From an optimization exercise on the open Yosys and OpenROAD flow, aimed at small area; shortcuts taken in it are not production practice. In this exercise RTL edits were held to simulation tests only and were not proved equivalent to the original. No activity file was given, so power comes from the tool's default toggle rates.

### flow/standard.sh
#!/bin/bash
# synth_recipe.tcl (not shown) runs the flow's synth.tcl, then flattens the netlist and writes it again
# the make line also repeats each setting of config.mk as NAME=value (left out here)
make -C /OpenROAD-flow-scripts/flow DESIGN_CONFIG=/design/flow/config.mk WORK_HOME=/design/flow/orfs CLKGATE_MAP_FILE= SYNTH_SCRIPT=/design/flow/synth_recipe.tcl "${@:-finish}"
### flow/config.mk
export PLATFORM = sky130hd
export DESIGN_NAME = free_list_chunk_allocator
export DESIGN_NICKNAME = free_list_chunk_allocator
export VERILOG_FILES = /design/flow/design.v
export SDC_FILE = /design/flow/constraint.sdc
export NUM_CORES = 4
export LEC_CHECK = 0
export CAP_MARGIN = 10
export CORE_MARGIN = 2
export CORE_UTILIZATION = 80
export CTS_BUF_LIST = sky130_fd_sc_hd__clkbuf_8
export CTS_CLUSTER_DIAMETER = 50
export CTS_CLUSTER_SIZE = 16
export GPL_TIMING_DRIVEN = 0
export PLACE_DENSITY = 0.85
export SLEW_MARGIN = 10
export SYNTH_HIERARCHICAL = 1
### flow/constraint.sdc
create_clock -name core_clock -period 7.0 [get_ports {clock}]
set_input_delay 1.4000 -clock core_clock [delete_from_list [all_inputs] [get_ports {clock}]]
set_output_delay 1.4000 -clock core_clock [all_outputs]
set_load 0.01 [all_outputs]
### flow/flow/run.sh
#!/bin/bash
set -euo pipefail
exec > run.log 2>&1
export BUFFER_PORTS_ARGS="-buffer_cell sky130_fd_sc_hd__buf_1"
export CTS_ARGS="-sink_clustering_enable -repair_clock_nets -sink_clustering_size 16 -sink_clustering_max_diameter 50 -buf_list sky130_fd_sc_hd__clkbuf_8 -dont_use_dummy_load"
bash standard.sh
### flow/design.v
package fcla_pkg;
   localparam int IdxWidth   = 8;
   localparam int PoolChunks = 1 << IdxWidth;
   localparam int ChunkWidth  = 13;
   localparam int OffsetWidth = 20;
   localparam logic [ChunkWidth-1:0] ChunkReset = 13'd8;
   localparam int CsrAddrWidth = 3;
   localparam int CsrDataWidth = 32;
   localparam logic RegChunkBytes = 1'b0;
   localparam logic OpAlloc   = 1'b0;
   localparam logic OpRelease = 1'b1;
endpackage
module fcla_csr (
   input  logic                               clock,
   input  logic                               reset,
   input  logic                               psel,
   input  logic                               penable,
   input  logic                               pwrite,
   input  logic [fcla_pkg::CsrAddrWidth-1:0]  paddr,
   input  logic [fcla_pkg::CsrDataWidth-1:0]  pwdata,
   output logic [fcla_pkg::CsrDataWidth-1:0]  prdata,
   output logic                               pready,
   output logic [fcla_pkg::ChunkWidth-2:0]    size_lo,
   output logic [fcla_pkg::ChunkWidth:0]      size_lo_x3,
   output logic                               size_max
);
   localparam int CW = fcla_pkg::ChunkWidth;
   logic [CW-1:0] chunk_ff;
   logic [CW:0]   size_x3_ff;
   logic          below_min_ff;
   logic          wr_hit;
   logic [CW-1:0] wr_val;
   logic [CW-2:0] wr_size_lo;
   assign pready = 1'b1;
   assign wr_hit = psel && penable && pwrite && (paddr[2] == fcla_pkg::RegChunkBytes);
   assign wr_val = pwdata[CW-1:0];
   always_ff @(posedge clock) begin
      if (reset) begin
         chunk_ff     <= fcla_pkg::ChunkReset;
         size_x3_ff   <= 14'd24;
         below_min_ff <= 1'b0;
      end else if (wr_hit) begin
         chunk_ff     <= wr_val;
         size_x3_ff   <= {2'b00, wr_size_lo} + {1'b0, wr_size_lo, 1'b0};
         below_min_ff <= (wr_val[CW-1:3] == '0);
      end
   end
   assign prdata = (paddr[2] == fcla_pkg::RegChunkBytes) ?
                   {{(fcla_pkg::CsrDataWidth-CW){1'b0}}, chunk_ff} : '0;
   function automatic logic [CW-2:0] clamp_lo(input logic [CW-1:0] v);
      if (v[CW-1]) begin
         clamp_lo = '0;
      end else if (v[CW-2:3] == '0) begin
         clamp_lo = 12'd8;
      end else begin
         clamp_lo = v[CW-2:0];
      end
   endfunction
   assign wr_size_lo = clamp_lo(wr_val);
   assign size_lo    = chunk_ff[CW-1] ? '0 :
                       below_min_ff   ? 12'd8 : chunk_ff[CW-2:0];
   assign size_lo_x3 = size_x3_ff;
   assign size_max   = chunk_ff[CW-1];
endmodule
module fcla_link_store (
   input  logic                             clock,
   input  logic                             reset,
   input  logic                             wr_en,
   input  logic [fcla_pkg::IdxWidth-1:0]    wr_data,
   input  logic [fcla_pkg::IdxWidth-1:0]    addr,
   output logic [fcla_pkg::IdxWidth-1:0]    rd_data
);
   localparam int Depth = fcla_pkg::PoolChunks;
   localparam int IW    = fcla_pkg::IdxWidth;
   localparam int Grp   = Depth / 3;           
   logic [IW-1:0]    mem [Depth];
   logic [15:0]      whi_n, wlo_n, rhi_n, rlo_n;
   logic [IW-1:0]    wd0, wd1;
   fcla_predec u_rhi (.a(addr[7:4]), .y_n(rhi_n));
   fcla_predec u_rlo (.a(addr[3:0]), .y_n(rlo_n));
   fcla_wr_lines u_wl (
      .en        (wr_en),
      .force_all (reset),
      .hi_n      (rhi_n),
      .lo_n      (rlo_n),
      .whi_n     (whi_n),
      .wlo_n     (wlo_n)
   );
   assign wd0 = wr_data & {IW{!reset}};
   assign wd1 = wr_data | {IW{reset}};
   logic [Depth-1:0]  rsel;
   for (genvar i = 0; i < Depth; i++) begin : g_entry
      localparam logic [IW-1:0] Init = IW'(i + 1);
      logic          we;
      logic [IW-1:0] d;
      fcla_nor2 u_we (.a(whi_n[i / 16]), .b(wlo_n[i % 16]), .y(we));
      for (genvar b = 0; b < IW; b++) begin : g_bit
         assign d[b] = Init[b] ? wd1[b] : wd0[b];
      end
      always_ff @(posedge clock) begin
         if (we) begin
            mem[i] <= d;
         end
      end
      assign rsel[i] = !(rhi_n[i / 16] || rlo_n[i % 16]);
   end
   for (genvar b = 0; b < IW; b++) begin : g_rd
      logic [Depth-1:0] col;
      logic [Grp:0]     part_n;
      for (genvar i = 0; i < Depth; i++) begin : g_col
         assign col[i] = mem[i][b];
      end
      for (genvar g = 0; g < Grp; g++) begin : g_grp
         fcla_ao3_n u_ao (
            .s   (rsel[3*g +: 3]),
            .d   (col[3*g +: 3]),
            .y_n (part_n[g])
         );
      end
      assign part_n[Grp] = !(rsel[Depth-1] && col[Depth-1]);
      assign rd_data[b] = !(&part_n);
   end
endmodule
module fcla_wr_lines (
   input  logic        en,
   input  logic        force_all,
   input  logic [15:0] hi_n,
   input  logic [15:0] lo_n,
   output logic [15:0] whi_n,
   output logic [15:0] wlo_n
);
   assign whi_n = ~({16{force_all}} | ({16{en}} & ~hi_n));
   assign wlo_n = ~({16{force_all}} | ~lo_n);
endmodule
module fcla_predec (
   input  logic [3:0]  a,
   output logic [15:0] y_n
);
   logic [3:0] lo, hi;
   fcla_dec2 u_lo (.a(a[1:0]), .y(lo));
   fcla_dec2 u_hi (.a(a[3:2]), .y(hi));
   for (genvar k = 0; k < 16; k++) begin : g_out
      assign y_n[k] = !(hi[k / 4] && lo[k % 4]);
   end
endmodule
module fcla_dec2 (
   input  logic [1:0] a,
   output logic [3:0] y
);
   for (genvar k = 0; k < 4; k++) begin : g_out
      assign y[k] = (a == 2'(k));
   end
endmodule
module fcla_nor2 (
   input  logic a,
   input  logic b,
   output logic y
);
   assign y = !(a || b);
endmodule
module fcla_ao3_n (
   input  logic [2:0] s,
   input  logic [2:0] d,
   output logic       y_n
);
   assign y_n = !(|(s & d));
endmodule
module free_list_chunk_allocator (
   input  logic                                clock,
   input  logic                                reset,
   input  logic                                start,
   output logic                                busy,
   input  logic                                req_op,
   input  logic [fcla_pkg::IdxWidth-1:0]       req_chunk_index,
   output logic                                rsp_strobe,
   output logic                                rsp_granted,
   output logic [fcla_pkg::IdxWidth-1:0]       rsp_given_index,
   output logic [fcla_pkg::OffsetWidth-1:0]    rsp_byte_offset,
   input  logic                                psel,
   input  logic                                penable,
   input  logic                                pwrite,
   input  logic [fcla_pkg::CsrAddrWidth-1:0]   paddr,
   input  logic [fcla_pkg::CsrDataWidth-1:0]   pwdata,
   output logic [fcla_pkg::CsrDataWidth-1:0]   prdata,
   output logic                                pready
);
   localparam int IW = fcla_pkg::IdxWidth;
   logic [fcla_pkg::ChunkWidth-2:0] size_lo;
   logic [fcla_pkg::ChunkWidth:0]   size_lo_x3;
   logic                            size_max;
   logic [IW-1:0] p_ff;
   logic          popd_ff;
   logic          empty_ff;
   logic [IW-1:0] tail_ff;
   logic          tail_v_ff;
   logic          strobe_ff;
   logic          wr_pend_ff;
   logic          wr_none_ff;
   logic [IW-1:0] wr_data_ff;
   logic [IW-1:0] index_ff;
   logic [IW-1:0] link;
   logic          tail_hit;
   logic          head_none;
   logic [IW-1:0] head_idx;
   logic          do_alloc, do_rel;
   logic [fcla_pkg::OffsetWidth-1:0] prod_lo;
   fcla_csr u_csr (
      .clock    (clock),
      .reset    (reset),
      .psel     (psel),
      .penable  (penable),
      .pwrite   (pwrite),
      .paddr    (paddr),
      .pwdata   (pwdata),
      .prdata   (prdata),
      .pready   (pready),
      .size_lo  (size_lo),
      .size_lo_x3 (size_lo_x3),
      .size_max (size_max)
   );
   assign tail_hit  = tail_v_ff && (p_ff == tail_ff);
   assign head_none = popd_ff ? tail_hit : empty_ff;
   assign head_idx  = popd_ff ? link : p_ff;
   fcla_link_store u_links (
      .clock   (clock),
      .reset   (reset),
      .wr_en   (wr_pend_ff),
      .wr_data (wr_data_ff),
      .addr    (p_ff),
      .rd_data (link)
   );
   assign busy = 1'b0;
   assign do_alloc = start && (req_op == fcla_pkg::OpAlloc);
   assign do_rel   = start && (req_op == fcla_pkg::OpRelease);
   always_ff @(posedge clock) begin
      if (reset) begin
         p_ff      <= '0;
         popd_ff   <= 1'b0;
         empty_ff  <= 1'b0;
         tail_ff   <= '1;
         tail_v_ff <= 1'b1;
         strobe_ff <= 1'b0;
         wr_pend_ff <= 1'b0;
      end else begin
         strobe_ff  <= start;
         wr_pend_ff <= do_rel;
         if (wr_pend_ff && !wr_none_ff && (p_ff == tail_ff)) begin
            tail_v_ff <= 1'b0;
         end
         if (do_rel) begin
            p_ff     <= req_chunk_index;
            popd_ff  <= 1'b0;
            empty_ff <= 1'b0;
            if (head_none) begin
               tail_ff   <= req_chunk_index;
               tail_v_ff <= 1'b1;
            end
         end else if (do_alloc) begin
            if (head_none) begin
               popd_ff  <= 1'b0;
               empty_ff <= 1'b1;
            end else begin
               p_ff    <= head_idx;
               popd_ff <= 1'b1;
            end
         end
      end
   end
   always_ff @(posedge clock) begin
      wr_data_ff <= head_idx;
      wr_none_ff <= head_none;
   end
   always_ff @(posedge clock) begin
      index_ff <= (do_alloc && !head_none) ? head_idx : '0;
   end
   fcla_offset_mul u_mul (
      .index      (index_ff),
      .size_lo    (size_lo),
      .size_lo_x3 (size_lo_x3),
      .prod       (prod_lo)
   );
   assign rsp_strobe      = strobe_ff;
   assign rsp_granted     = popd_ff || !empty_ff;
   assign rsp_given_index = index_ff;
   assign rsp_byte_offset = prod_lo | {(index_ff & {IW{size_max}}), 12'b0};
endmodule
module fcla_offset_mul (
   input  logic [fcla_pkg::IdxWidth-1:0]     index,
   input  logic [fcla_pkg::ChunkWidth-2:0]   size_lo,
   input  logic [fcla_pkg::ChunkWidth:0]     size_lo_x3,
   output logic [fcla_pkg::OffsetWidth-1:0]  prod
);
   localparam int OW = fcla_pkg::OffsetWidth;
   localparam int RW = fcla_pkg::ChunkWidth + 1;
   logic [OW-1:0] row [4];
   logic [OW-1:0] s1, c1, s2, c2;
   for (genvar r = 0; r < 4; r++) begin : g_row
      logic [1:0]    dg;
      logic [RW-1:0] pp;
      assign dg = index[2*r +: 2];
      for (genvar k = 0; k < RW; k++) begin : g_bit
         logic b1, b2;
         if (k < RW - 2) begin : g_s1
            assign b1 = size_lo[k];
         end else begin : g_s1z
            assign b1 = 1'b0;
         end
         if (k >= 1 && k < RW - 1) begin : g_s2
            assign b2 = size_lo[k-1];
         end else begin : g_s2z
            assign b2 = 1'b0;
         end
         assign pp[k] = (dg == 2'd1 && b1) || (dg == 2'd2 && b2) ||
                        (dg == 2'd3 && size_lo_x3[k]);
      end
      assign row[r] = OW'(pp) << (2 * r);
   end
   assign s1 = row[0] ^ row[1] ^ row[2];
   assign c1 = ((row[0] & row[1]) | (row[0] & row[2]) | (row[1] & row[2])) << 1;
   assign s2 = s1 ^ c1 ^ row[3];
   assign c2 = ((s1 & c1) | (s1 & row[3]) | (c1 & row[3])) << 1;
   assign prod = s2 + c2;
endmodule
==> flow_summary.ini, run 1 <==
[placed_design]
dp_hpwl_mm = 145
gp_congestion = 0.951
place_ws_ps = 696
port_buffers = 70

[global_routing]
overflow = 0
grt_max_degree = 67
first_global_vias = 47700
antenna_found_initial = 11
grt_use_total = 0.448
grt_pass1_wl_mm = 323

[sta]
fin_worst_skew_ps = 97.6
period_needed_ps = 6840
worst_pin_slew_ps = 1530
setup_slack_ps = 159
whs_ps = 464
rsz0062_at_grt = no
max_freq_mhz = 146
final_hold_viol_count = 0
slew_headroom = -0.0212
post-route-period-util = 0.977
setup_viol = 0
final_max_slew_viol_count = 17
tns_ps = 0

[min_path]
hold_path_class = flop to flop
min_path_cells = 1

[cells_and_area]
final-seq-area_um2 = 62800
multi_input_area_um2 = 15600
layout-drive-gt1-share = 0.0923
syn_to_final_growth_pct = 7.56
nets = 4835
fill_cells = 3911

[logic_synthesis]
synth-async-reset-ratio = 0
ys_top_cells_by_area = edfxtp_1 (78%), a222oi_1 (8.6%), nor2_1 (2.7%)
synth_cell_types = 80
yosys-top-cells-count = edfxtp_1 (2048), a222oi_1 (680), nor2_1 (566), nand4_1 (162), nand2_1 (99)
synth.ff_latch_count = 2114
synth-edff-count = 2048
synth.cell_area_um2 = 79000
synthMostInstantiatedCell = edfxtp_1
yosysTopAreaCell = edfxtp_1
yosysSeqAreaShare = 0.796
synth_cells = 4411
ys_warn_count = 12
yosysTopAreaCellShare = 0.779
postSynthAreaPerCell_um2 = 17.9
ys.flop_type = edfxtp_1

[cts]
cts_tree = yes
clkTransAtPathRegs_ps = 60
h-tree-depth = 4
cts_made_buffers = 159
cts_setup_buffers = 0
ctsRootBufferMaster = clkbuf_8
cts_buffer_depth = 3
insertion_delay_ps = 890
cts_sinks = 2114

[power]
seq_power_share = 0.677
power.density_nw_per_um2 = 265
vdd_drop_max_uv = 269
p_sw_uw = 5170
p_int_uw = 17300
p_sw_frac = 0.230
pwr-share-comb = 0.073
pwr-share-clk = 0.250
leakagePower_uw = 0.0276

[routing]
vias = 50800
vias_per_cell = 8.43
antenna_left = 0
firstDrtPassIters = 15
drtIter0Drc = 13400
routed_wl_mm = 228
route.detailed.drc = 0
avgRoutedWirePerCell_um = 37.8

[floorplan]
fp.coreArea_um2 = 98100
ioPinCount = 114
initial_core_util = 0.805
die_h_um = 318
rows = 115
die_w_um = 318
die_area_um2 = 101000

[critical_path]
cp.required_ps = 5600
end_kind = output port
crit_fanout = 10
rr_worst_depth = 14
arrival_ps = 5440
start_kind = flop
path_class = flop to output port

[status]
outcome = finished with violations
violations = max-capacitance violations, max-slew violations

[job]
cap_violations = 2
[layout by cell type, fill, tap and decap left out, types with 42 or more instances in the layout]
cell type / instances
a21oi_1: 42
a222oi_1: 680
buf_1: 71
clkbuf_1: 59
clkbuf_8: 159
dfxtp_1: 65
edfxtp_1: 2048
inv_1: 59
mux2_2: 46
nand2_1: 99
nand4_1: 162
nor2_1: 566
nor2b_1: 48
[power by group through the flow]
stage          sequential, uW  clock, uW  combinational, uW
5_1_grt                 15300       5970               1650
3_5_place_dp            15500          0               1540
2_1_floorplan           15400          0                693
3_3_place_gp            15500          0               1290
6_report                15200       5620               1640
4_1_cts                 15200       5560               1540
[metrics by stage]
| step | area [um^2] | std cells | total power [uW] | util |
|---|---|---|---|---|
| final | 84900 | 6020 | 22500 | 0.865 |
| after floorplan | 79000 | 4429 | 16100 | - |
| after detailed placement | 82600 | 5851 | 17000 | 0.842 |
| after CTS | 84800 | 6010 | 22300 | 0.864 |
| after global placement | 80900 | 5786 | 16800 | 0.824 |
| after global routing | 84900 | 6014 | 22900 | 0.865 |
[sequential cells by signal, indices dropped and copies added, names as in the netlist, 8 cells and up]
register	count
index_ff	8
p_ff	8
u_csr.chunk_ff	13
wr_data_ff	8
tail_ff	8
u_csr.size_x3_ff	14
u_links.mem	2048
[timing repair]
action / in CTS / in global routing
hold buffers: 0 / 0
pin swaps: 0 / 0
gates resized for setup: 5 / 23
gates cloned: 0 / 0
endpoints found under the setup margin: 5 / 5
[layout make-up]
cell class,instances,share of cell area
sequential,2114,0.740
tap,1287,0.0190
clock buffer,159,0.0258
inverter,59,0.00261
buffer,137,0.00846
antenna,7,0.000206
timing repair buffer,138,0.0210
multi-input combinational,2119,0.183
[logic make-up after synthesis]
kind of cell,synth area share
fa+ha+maj,0.0112
other cells,0.000143
mux,0.00834
simple gates,0.0638
flops,0.796
compound gates,0.107
xor+xnor,0.00244
buf+inv,0.0117
[worst max-delay path, cell delays in order (launching register included)]
cell and delay, ps:
dfxtp_1 400, clkbuf_2 230, buf_2 280, mux2_2 370, a22oi_1 200, fa_1 460, inv_1 80, fa_1 440
ha_1 320, buf_6 140, a211o_1 300, a21oi_2 130, a21oi_1 90, or4_1 500, a21oi_2 170, xnor2_1 180
a21o_1 130, buf_1 150
[final timing paths]
kind | start | end | slack [ps]
max reg2reg | p_ff[1] | p_ff[1] | 390
min | tail_v_ff | tail_v_ff | 460
min reg2reg | tail_v_ff | tail_v_ff | 460
max | index_ff[0] | rsp_byte_offset[17] | 160
[per-module statistics from Yosys, one instance, submodules excluded, excerpt]
| module | cells | cell area, um^2 | flops+latches | copies in the design |
|---|---|---|---|---|
| fcla_offset_mul | 282 | 2460 | 0 | 1 |
| fcla_csr | 292 | 2190 | 28 | 1 |
| free_list_chunk_allocator | 175 | 1620 | 38 | 1 |
| fcla_link_store | 2625 | 64400 | 2048 | 1 |
| fcla_nor2 | 1 | 3.75 | 0 | 256 |
| fcla_dec2 | 4 | 26.3 | 0 | 4 |
[metal layers]
layer | track usage | routed length [um] | up-vias | share of wire
met3 | 0.158 | 39700 | 1187 | 0.17
li1 | - | - | 19500 | -
met2 | 0.671 | 101000 | 5943 | 0.44
met5 | 0.00757 | 280 | - | 0.0012
met1 | 0.583 | 69000 | 24100 | 0.30
met4 | 0.255 | 17500 | 28 | 0.077
==> run 2, diff against run 1 <==
--- a/flow/design.v
+++ b/flow/design.v
@@ -165,6 +165,13 @@
 );
    assign y_n = !(|(s & d));
 endmodule
+module fcla_ao2_n (
+   input  logic [1:0] s,
+   input  logic [1:0] d,
+   output logic       y_n
+);
+   assign y_n = !(|(s & d));
+endmodule
 module free_list_chunk_allocator (
    input  logic                                clock,
    input  logic                                reset,
@@ -291,33 +298,33 @@
    output logic [fcla_pkg::OffsetWidth-1:0]  prod
 );
    localparam int OW = fcla_pkg::OffsetWidth;
-   localparam int RW = fcla_pkg::ChunkWidth + 1;
-   logic [OW-1:0] row [4];
-   logic [OW-1:0] s1, c1, s2, c2;
+   localparam int SW = fcla_pkg::ChunkWidth - 1;    
+   localparam int RW = fcla_pkg::ChunkWidth + 1;    
+   logic [OW-1:0] row_n [4];
+   logic [OW-1:0] s1_n, c1_n, s2_n, c2_n;
    for (genvar r = 0; r < 4; r++) begin : g_row
       logic [1:0]    dg;
-      logic [RW-1:0] pp;
+      logic [3:1]    e;
+      logic [RW-1:0] pp_n, pp;
       assign dg = index[2*r +: 2];
+      assign e  = {dg == 2'd3, dg == 2'd2, dg == 2'd1};
       for (genvar k = 0; k < RW; k++) begin : g_bit
-         logic b1, b2;
-         if (k < RW - 2) begin : g_s1
-            assign b1 = size_lo[k];
-         end else begin : g_s1z
-            assign b1 = 1'b0;
-         end
-         if (k >= 1 && k < RW - 1) begin : g_s2
-            assign b2 = size_lo[k-1];
-         end else begin : g_s2z
-            assign b2 = 1'b0;
+         if (k == 0) begin : g_lsb
+            fcla_ao2_n u_pp (.s({e[3], e[1]}), .d({size_lo_x3[k], size_lo[k]}), .y_n(pp_n[k]));
+         end else if (k < SW) begin : g_mid
+            fcla_ao3_n u_pp (.s(e), .d({size_lo_x3[k], size_lo[k-1], size_lo[k]}), .y_n(pp_n[k]));
+         end else if (k == SW) begin : g_hi
+            fcla_ao2_n u_pp (.s(e[3:2]), .d({size_lo_x3[k], size_lo[k-1]}), .y_n(pp_n[k]));
+         end else begin : g_top
+            assign pp_n[k] = !(e[3] && size_lo_x3[k]);
          end
-         assign pp[k] = (dg == 2'd1 && b1) || (dg == 2'd2 && b2) ||
-                        (dg == 2'd3 && size_lo_x3[k]);
       end
-      assign row[r] = OW'(pp) << (2 * r);
+      assign pp       = ~pp_n;
+      assign row_n[r] = ~(OW'(pp) << (2 * r));
    end
-   assign s1 = row[0] ^ row[1] ^ row[2];
-   assign c1 = ((row[0] & row[1]) | (row[0] & row[2]) | (row[1] & row[2])) << 1;
-   assign s2 = s1 ^ c1 ^ row[3];
-   assign c2 = ((s1 & c1) | (s1 & row[3]) | (c1 & row[3])) << 1;
-   assign prod = s2 + c2;
+   assign s1_n = row_n[0] ^ row_n[1] ^ row_n[2];
+   assign c1_n = {((row_n[0] & row_n[1]) | (row_n[0] & row_n[2]) | (row_n[1] & row_n[2])), 1'b1};
+   assign s2_n = s1_n ^ c1_n ^ row_n[3];
+   assign c2_n = {((s1_n & c1_n) | (s1_n & row_n[3]) | (c1_n & row_n[3])), 1'b1};
+   assign prod = ~(s2_n + c2_n + OW'(1));
 endmodule
==> run 2 against run 1 <==
Compared with the run above: still fails the layout checks on max-capacitance violations, max-slew violations; synthesized area down 0.58%; hold slack better by 19 ps; critical path depth decreased by 3; design area down 0.58%; clock power down 1%; cell count fell by 0.78%; sequential power about the same; clock-buffer cell count shrank 3; synthesized cell count decreased by 0.79%; first-iteration DRC count rose by 16%; sequential share of layout area rose by 0.43 points; non-clock buffer count is 16 lower.
==> flow_summary.ini, run 2 <==
[status]
outcome = finished with violations
violations = max-capacitance violations, max-slew violations

[floorplan]
fp.coreArea_um2 = 97000
ioPinCount = 114
initial_core_util = 0.809
die_w_um = 317
rows = 114
die_h_um = 317
die_area_um2 = 101000

[global_routing]
grt_pass1_wl_mm = 319
grt_max_degree = 71
antenna_found_initial = 12
overflow = 0
first_global_vias = 47300
grt_use_total = 0.451

[routing]
vias = 50700
drtIter0Drc = 15500
avgRoutedWirePerCell_um = 37.7
antenna_left = 0
firstDrtPassIters = 14
routed_wl_mm = 225
route.detailed.drc = 0
vias_per_cell = 8.48

[logic_synthesis]
yosysTopAreaCell = edfxtp_1
synth.cell_area_um2 = 78500
synth_xor_xnor_area_share = 0.00279
synth-async-reset-ratio = 0
synthMuxAreaShare = 0.00140
yosysTopAreaCellShare = 0.783
yosysSeqAreaShare = 0.800
synth_cell_types = 73
yosys-top-cells-count = edfxtp_1 (2048), a222oi_1 (724), nor2_1 (569), nand4_1 (163), inv_1 (104)
synth.ff_latch_count = 2114
yosys.area_share.adder = 0.0110
synth-edff-count = 2048
synthMostInstantiatedCell = edfxtp_1
synth_cells = 4376
ys.flop_type = edfxtp_1
ys_top_cells_by_area = edfxtp_1 (78%), a222oi_1 (9.2%), nor2_1 (2.7%)
ys_warn_count = 12
synth_top_family_by_area = compound AO/OA/AOI/OAI gates
synth-simple-area-share = 0.0625
synth_compound_area_frac = 0.109
postSynthAreaPerCell_um2 = 17.9

[sta]
setup_viol = 0
final_hold_viol_count = 0
post-route-period-util = 0.985
setup_slack_ps = 107
final_max_slew_viol_count = 2
period_needed_ps = 6890
slew_headroom = -0.0393
tns_ps = 0
rsz0062_at_grt = no
max_freq_mhz = 145
fin_worst_skew_ps = 96.4
worst_pin_slew_ps = 1540

[cts]
ctsRootBufferMaster = clkbuf_8
postCtsHoldBufs = 0
cts_tree = yes
post_cts_resize_count = 0
h-tree-depth = 4
insertion_delay_ps = 940
cts_sinks = 2114
cts_made_buffers = 156
clkTransAtPathRegs_ps = 90
cts_buffer_depth = 3
cts_setup_buffers = 0

[cells_and_area]
top_register = u_links.mem
nets = 4794
syn_to_final_growth_pct = 7.56
largest_reg_flops = 2048
design_area_um2 = 84400
utilization = 0.870
reg.largest.list = u_links.mem: 2048 flops, u_csr.size_x3_ff: 14 flops, u_csr.chunk_ff: 13 flops
instances_no_fill = 5973
final_common_cell = edfxtp_1
layout-drive-gt1-share = 0.0815
layout_common_cells = edfxtp_1 (2048), a222oi_1 (724), nor2_1 (569)

[power]
leakagePower_uw = 0.0274
vdd_drop_max_uv = 275
power.density_nw_per_um2 = 265

[critical_path]
critPathBufInv = 2
crit_start = p_ff[1]
cpMostUsedCell = nand2_1
arrival_ps = 7650
rr_worst_depth = 14
start_kind = flop
end_kind = flop
ff2ff_setup_slack_ps = 110
worstPathCellList = nor2b_1 -> nand2_1 -> clkbuf_1 -> buf_2 -> nor2_1 -> a222oi_1 -> nand4_1 -> nor4_1 -> and4_1 -> nand3_1 -> nand2_1 -> o21ai_0 -> a21oi_1 -> o41ai_1
slowest_delay_ps = 1150
cp.required_ps = 7750
regToRegEndpoint = p_ff[2]
critPathTopFamily = simple AND/OR/NAND/NOR gates
path_class = flop to flop
cpMaxStageDelayCell = nor4_1
crit_fanout = 10
reg2reg_from = p_ff[1]

[placed_design]
place_ws_ps = 1010
placed_cells = 5807
placed_area_um2 = 82200
port_buffers = 67
dp_hpwl_mm = 145
gp_congestion = 0.926

[job]
cap_violations = 1

[min_path]
hold_path_class = flop to flop
min-delay-start = u_csr.chunk_ff[4]
min_path_cells = 2
min_to = u_csr.chunk_ff[4]
==> run 2: changes by cell type in the layout (fill, tap and decap cells not counted), moves of 5 or more <==
cell | previous run | this run
and2_1 | 12 | 19
a22o_1 | 15 | 0
inv_1 | 59 | 104
a222oi_1 | 680 | 724
a22oi_1 | 30 | 1
a22oi_2 | 1 | 8
mux2_2 | 46 | 0
clkbuf_2 | 7 | 2
a21oi_1 | 42 | 47
clkbuf_1 | 59 | 51
nor2b_1 | 48 | 38
==> run 2: area by class of cell <==
type	count	area [um^2]
sequential	2114	62800
multi-input combinational	2053	14900
fill	3825	12600
clock buffer	156	2150
timing repair buffer	137	1850
tap	1276	1600
buffer	122	652
inverter	105	394
antenna	10	25.0
==> run 2: cell families (layout without fill, tap and decap cells) <==
logic type / after synthesis / in the layout
and+or+nand+nor: 1043 / 1043
DFF: 2114 / 2114
muxes: 11 / 11
adders and majority gates: 55 / 55
AOI/OAI and AO/OA: 898 / 898
other: 3 / 31
buffers and inverters: 227 / 520
xor gates and xnor gates: 25 / 25
==> run 2: layer usage <==
layer | GRT usage | part of all wire
met2 | 0.659 | 0.44
met1 | 0.606 | 0.30
met4 | 0.236 | 0.070
met3 | 0.169 | 0.19
met5 | 0 | 0.00077
==> run 2: power by group <==
part / switching [uW] / internal (uW) / leakage (uW)
sequential: 269 / 14900 / 0.0200
combinational: 1320 / 325 / 0.00626
clock: 3550 / 2000 / 0.00112
==> run 2: tightest hold or removal path, cell delays in order, from the launching register on <==
cell and delay (ps):
dfxtp_1 340, nand2_1 60, a21oi_1 50
==> run 2: worst max path at each step <==
stage / to / slack [ps] / cells after the start
2_1_floorplan: u_links.mem[0][5] / 1460 / 2
3_3_place_gp: u_links.mem[211][1] / -6010 / 2
3_5_place_dp: p_ff[5] / 1010 / 14
4_1_cts: rsp_byte_offset[18] / 170 / 18
5_1_grt: rsp_byte_offset[18] / 40 / 18
6_report: p_ff[2] / 110 / 14
==> run 2: modules after synthesis (local to each module, per instance), excerpt <==
module | flops+latches | cells | area (um^2) | times used
fcla_dec2 | 0 | 4 | 26.3 | 4
fcla_predec | 0 | 16 | 60.1 | 2
fcla_wr_lines | 0 | 53 | 339 | 1
fcla_offset_mul | 0 | 219 | 1660 | 1
free_list_chunk_allocator | 38 | 175 | 1620 | 1
fcla_ao2_n | 0 | 1 | 12.5 | 8
fcla_link_store | 2048 | 2625 | 64400 | 1
fcla_csr | 28 | 268 | 2000 | 1
==> run 2: per-stage QoR <==
step           hold WS [ps]  total power (uW)
5_1_grt                 499             22800
6_report                484             22400
3_3_place_gp            463             16800
2_1_floorplan           428             16100
3_5_place_dp            466             17000
4_1_cts                 484             22200
==> run 3, diff against run 2 <==
--- a/flow/design.v
+++ b/flow/design.v
@@ -203,8 +203,8 @@
    logic          strobe_ff;
    logic          wr_pend_ff;
    logic          wr_none_ff;
-   logic [IW-1:0] wr_data_ff;
    logic [IW-1:0] index_ff;
+   logic [IW-1:0] res_idx;
    logic [IW-1:0] link;
    logic          tail_hit;
    logic          head_none;
@@ -232,7 +232,7 @@
       .clock   (clock),
       .reset   (reset),
       .wr_en   (wr_pend_ff),
-      .wr_data (wr_data_ff),
+      .wr_data (index_ff),
       .addr    (p_ff),
       .rd_data (link)
    );
@@ -274,22 +274,20 @@
       end
    end
    always_ff @(posedge clock) begin
-      wr_data_ff <= head_idx;
+      index_ff   <= head_idx;
       wr_none_ff <= head_none;
    end
-   always_ff @(posedge clock) begin
-      index_ff <= (do_alloc && !head_none) ? head_idx : '0;
-   end
+   assign res_idx = popd_ff ? index_ff : '0;
    fcla_offset_mul u_mul (
-      .index      (index_ff),
+      .index      (res_idx),
       .size_lo    (size_lo),
       .size_lo_x3 (size_lo_x3),
       .prod       (prod_lo)
    );
    assign rsp_strobe      = strobe_ff;
    assign rsp_granted     = popd_ff || !empty_ff;
-   assign rsp_given_index = index_ff;
-   assign rsp_byte_offset = prod_lo | {(index_ff & {IW{size_max}}), 12'b0};
+   assign rsp_given_index = res_idx;
+   assign rsp_byte_offset = prod_lo | {(res_idx & {IW{size_max}}), 12'b0};
 endmodule
 module fcla_offset_mul (
    input  logic [fcla_pkg::IdxWidth-1:0]     index,
==> run 3 against run 2 <==
Compared with the run above: the run now finishes clean; first-iteration DRC count is 3.2% higher; design area is 0.23% lower; non-clock buffer count is 5 lower.
==> flow_summary.ini, run 3 <==
[status]
outcome = finished clean

[logic_synthesis]
synth-simple-area-share = 0.0623
synth_compound_area_frac = 0.107
synthMuxAreaShare = 0.00358
synth.ff_latch_count = 2106
synth_xor_xnor_area_share = 0.00279
yosysTopAreaCell = edfxtp_1
synth-edff-count = 2048
ys_top_cells_by_area = edfxtp_1 (78%), a222oi_1 (9.3%), nor2_1 (2.7%)
yosys.area_share.adder = 0.0110
synth.cell_area_um2 = 78300
synth_cell_types = 79
yosysSeqAreaShare = 0.800
ys.flop_type = edfxtp_1
synth_cells = 4351
yosysTopAreaCellShare = 0.785
synth_top_family_by_area = compound AO/OA/AOI/OAI gates
yosys-top-cells-count = edfxtp_1 (2048), a222oi_1 (724), nor2_1 (561), nand4_1 (164), inv_1 (97)
synth-async-reset-ratio = 0
postSynthAreaPerCell_um2 = 18.0
ys_warn_count = 12
synthMostInstantiatedCell = edfxtp_1

[min_path]
min_path_cells = 2
hold_path_class = flop to flop

[critical_path]
arrival_ps = 5440
cpMostUsedCell = buf_6
worstPathCellList = buf_6 -> buf_6 -> and2_1 -> nor2b_1 -> a222oi_1 -> fa_1 -> ha_1 -> buf_2 -> and3_1 -> a221oi_2 -> o21ai_1 -> a41o_2 -> a21oi_2 -> xor2_1 -> a21o_1 -> buf_1
cpMaxStageDelayCell = nor2b_1
slowest_delay_ps = 800
start_kind = flop
path_class = flop to output port
ff2ff_setup_slack_ps = 320
cp.required_ps = 5600
end_kind = output port
crit_fanout = 12
rr_worst_depth = 14

[routing]
drtIter0Drc = 16000
wl_met1_mm = 67.9
antenna_left = 0
dr_wl_met3_mm = 42.8
vias = 50800
route.detailed.drc = 0
dr.max_layer_used = met5
wl_met2_mm = 100
avgRoutedWirePerCell_um = 38.6
firstDrtPassIters = 13
vias_per_cell = 8.54
routed_wl_mm = 229

[placed_design]
place_ws_ps = 492
gp_congestion = 0.924
port_buffers = 66
placed_cells = 5777
dp_hpwl_mm = 147

[cells_and_area]
multi_input_area_um2 = 15000
syn_to_final_growth_pct = 7.52
largest_reg_flops = 2048
final_common_cell = edfxtp_1
top_register = u_links.mem
layout_common_cells = edfxtp_1 (2048), a222oi_1 (724), nor2_1 (561)
nets = 4766
instances_no_fill = 5947
layout-drive-gt1-share = 0.0876
fill_cells = 3736
utilization = 0.870
final-seq-area_um2 = 62700
reg.largest.list = u_links.mem: 2048 flops, u_csr.size_x3_ff: 14 flops, u_csr.chunk_ff: 13 flops

[cts]
clkTransAtPathRegs_ps = 100
h-tree-depth = 4
cts_tree = yes
ctsRootBufferMaster = clkbuf_8
insertion_delay_ps = 910
cts_buffer_depth = 3
cts_made_buffers = 156
cts_sinks = 2106
postCtsHoldBufs = 0

[global_routing]
grt_use_total = 0.460
grt_max_degree = 71
overflow = 0
grt_pass1_wl_mm = 323
antenna_found_initial = 19
first_global_vias = 47400

[sta]
final_hold_viol_count = 0
slew_headroom = 0.0541
final_max_slew_viol_count = 0
setup_slack_ps = 156
setup_viol = 0
worst_pin_slew_ps = 1420
post-route-period-util = 0.978
fin_worst_skew_ps = 85.3
period_needed_ps = 6840
max_freq_mhz = 146

[power]
leakagePower_uw = 0.0274
vdd_drop_max_uv = 238
power.density_nw_per_um2 = 269
p_total_uw = 22700

[job]
cap_violations = 0

[floorplan]
initial_core_util = 0.809
ioPinCount = 114
die_h_um = 317
die_w_um = 317
rows = 114
fp.coreArea_um2 = 96900
die_area_um2 = 100000
run 3: cell types whose count changed after synthesis, moves of 4 or more:
cell	delta
a211o_1	-9
or3_1	+8
o41ai_1	-8
buf_6	+4
inv_1	-7
nand2_1	-9
dfxtp_1	-8
clkbuf_1	-4
nor2b_1	-8
nor2_1	-8
mux2i_1	+8
and2_1	+8
mux2_2	+8
run 3: through the flow:
stage | cell area (um^2) | hold WS (ps) | TNS (ps)
final | 84200 | 479 | 0
after global routing | 84200 | 510 | -24.0
after CTS | 84200 | 474 | 0
after detailed placement | 82000 | 461 | 0
after global placement | 80300 | 462 | -4536940
after floorplan | 78400 | 440 | 0
run 3: power breakdown:
part / internal [uW] / switching (uW) / total [uW]
Combinational: 362 / 1430 / 1790
Clock: 2000 / 3540 / 5540
Sequential: 15100 / 294 / 15300
Total: 17400 / 5270 / 22700
run 3: per-module statistics from Yosys (local to each module, per instance), excerpt:
module,times used,area [um^2]
fcla_ao2_n,8,12.5
fcla_ao3_n,724,10.0
fcla_csr,1,2000
fcla_nor2,256,3.75
fcla_offset_mul,1,1660
fcla_wr_lines,1,339
run 3: path summary, 6_finish.rpt:
kind / from / end
max: popd_ff / rsp_byte_offset[18]
min: u_csr.chunk_ff[2] / u_csr.chunk_ff[2]
max reg2reg: p_ff[2] / p_ff[0]
min reg2reg: u_csr.chunk_ff[2] / u_csr.chunk_ff[2]
run 3: metal layers:
layer / vias to the layer above / track usage
met1: 24000 / 0.597
met5: - / 0
met2: 6255 / 0.668
met4: 24 / 0.282
met3: 1263 / 0.177
li1: 19300 / -
run 3: cells by family after synthesis:
| group | after synthesis |
|---|---|
| AOI/OAI and AO/OA | 882 |
| xor gates and xnor gates | 25 |
| other | 3 |
| buffers and inverters | 219 |
| adders and majority gates | 55 |
| and+or+nand+nor | 1034 |
| DFF | 2106 |
| muxes | 27 |
run 3: layout make-up:
type / instances / share of cell area
repair buffers: 133 / 0.0205
well taps: 1276 / 0.0190
multi-input cells: 2045 / 0.178
plain buffers: 121 / 0.00810
diodes: 12 / 0.000356
clock buffers: 156 / 0.0255
flip-flops and latches: 2106 / 0.744
inverters: 98 / 0.00437
run 3: worst max-delay path: cells and delay by family, from the launching register on:
| family | cells | cell delay [ps] |
|---|---|---|
| AO/OA/AOI/OAI | 6 | 1210 |
| buffers and inverters | 4 | 610 |
| AND/OR/NAND/NOR | 3 | 1320 |
| flip-flops | 1 | 340 |
| adder cells (fa/ha/maj) | 2 | 860 |
| XOR/XNOR | 1 | 210 |
run 3: what timing repair did:
item | CTS | global route
pin swaps | 0 | 2
setup buffers | 1 | 0
setup endpoints to repair | 8 | 7
resized for setup | 17 | 13
gates cloned | 0 | 1
hold endpoints to repair | 0 | 0

-- re-timing with driven ports --
In the flow no input, the clock included, has a driving cell. The finished layouts below were timed again as built, in two steps.
Step 1, drivers: a clkbuf_16 drives clock and a buf_2 each remaining input, both assumed.
Step 2 times the ports against the registers' clock, not the clock port: input delays grow and output delays shrink by t, the midpoint of the rising clock arrivals with the driver on.
Slacks: ideal ports / drivers / drivers and shift; pairs: ideal ports / drivers.
run | t (ns) | slack for setup (ns) | clock arrival spread, ns | slew at the worst register clock pin (ns) | worst slew at a driven data input, ns
run 1 | 0.913 | 0.159 / 0.094 / 0.392 | 0.110 / 0.109 | 0.11 / 0.11 | 0.04
run 2 | 0.962 | 0.107 / 0.107 / 0.107 | 0.104 / 0.103 | 0.11 / 0.11 | 0.04
run 3 | 0.942 | 0.156 / 0.091 / 0.315 | 0.104 / 0.104 | 0.11 / 0.11 | 0.12
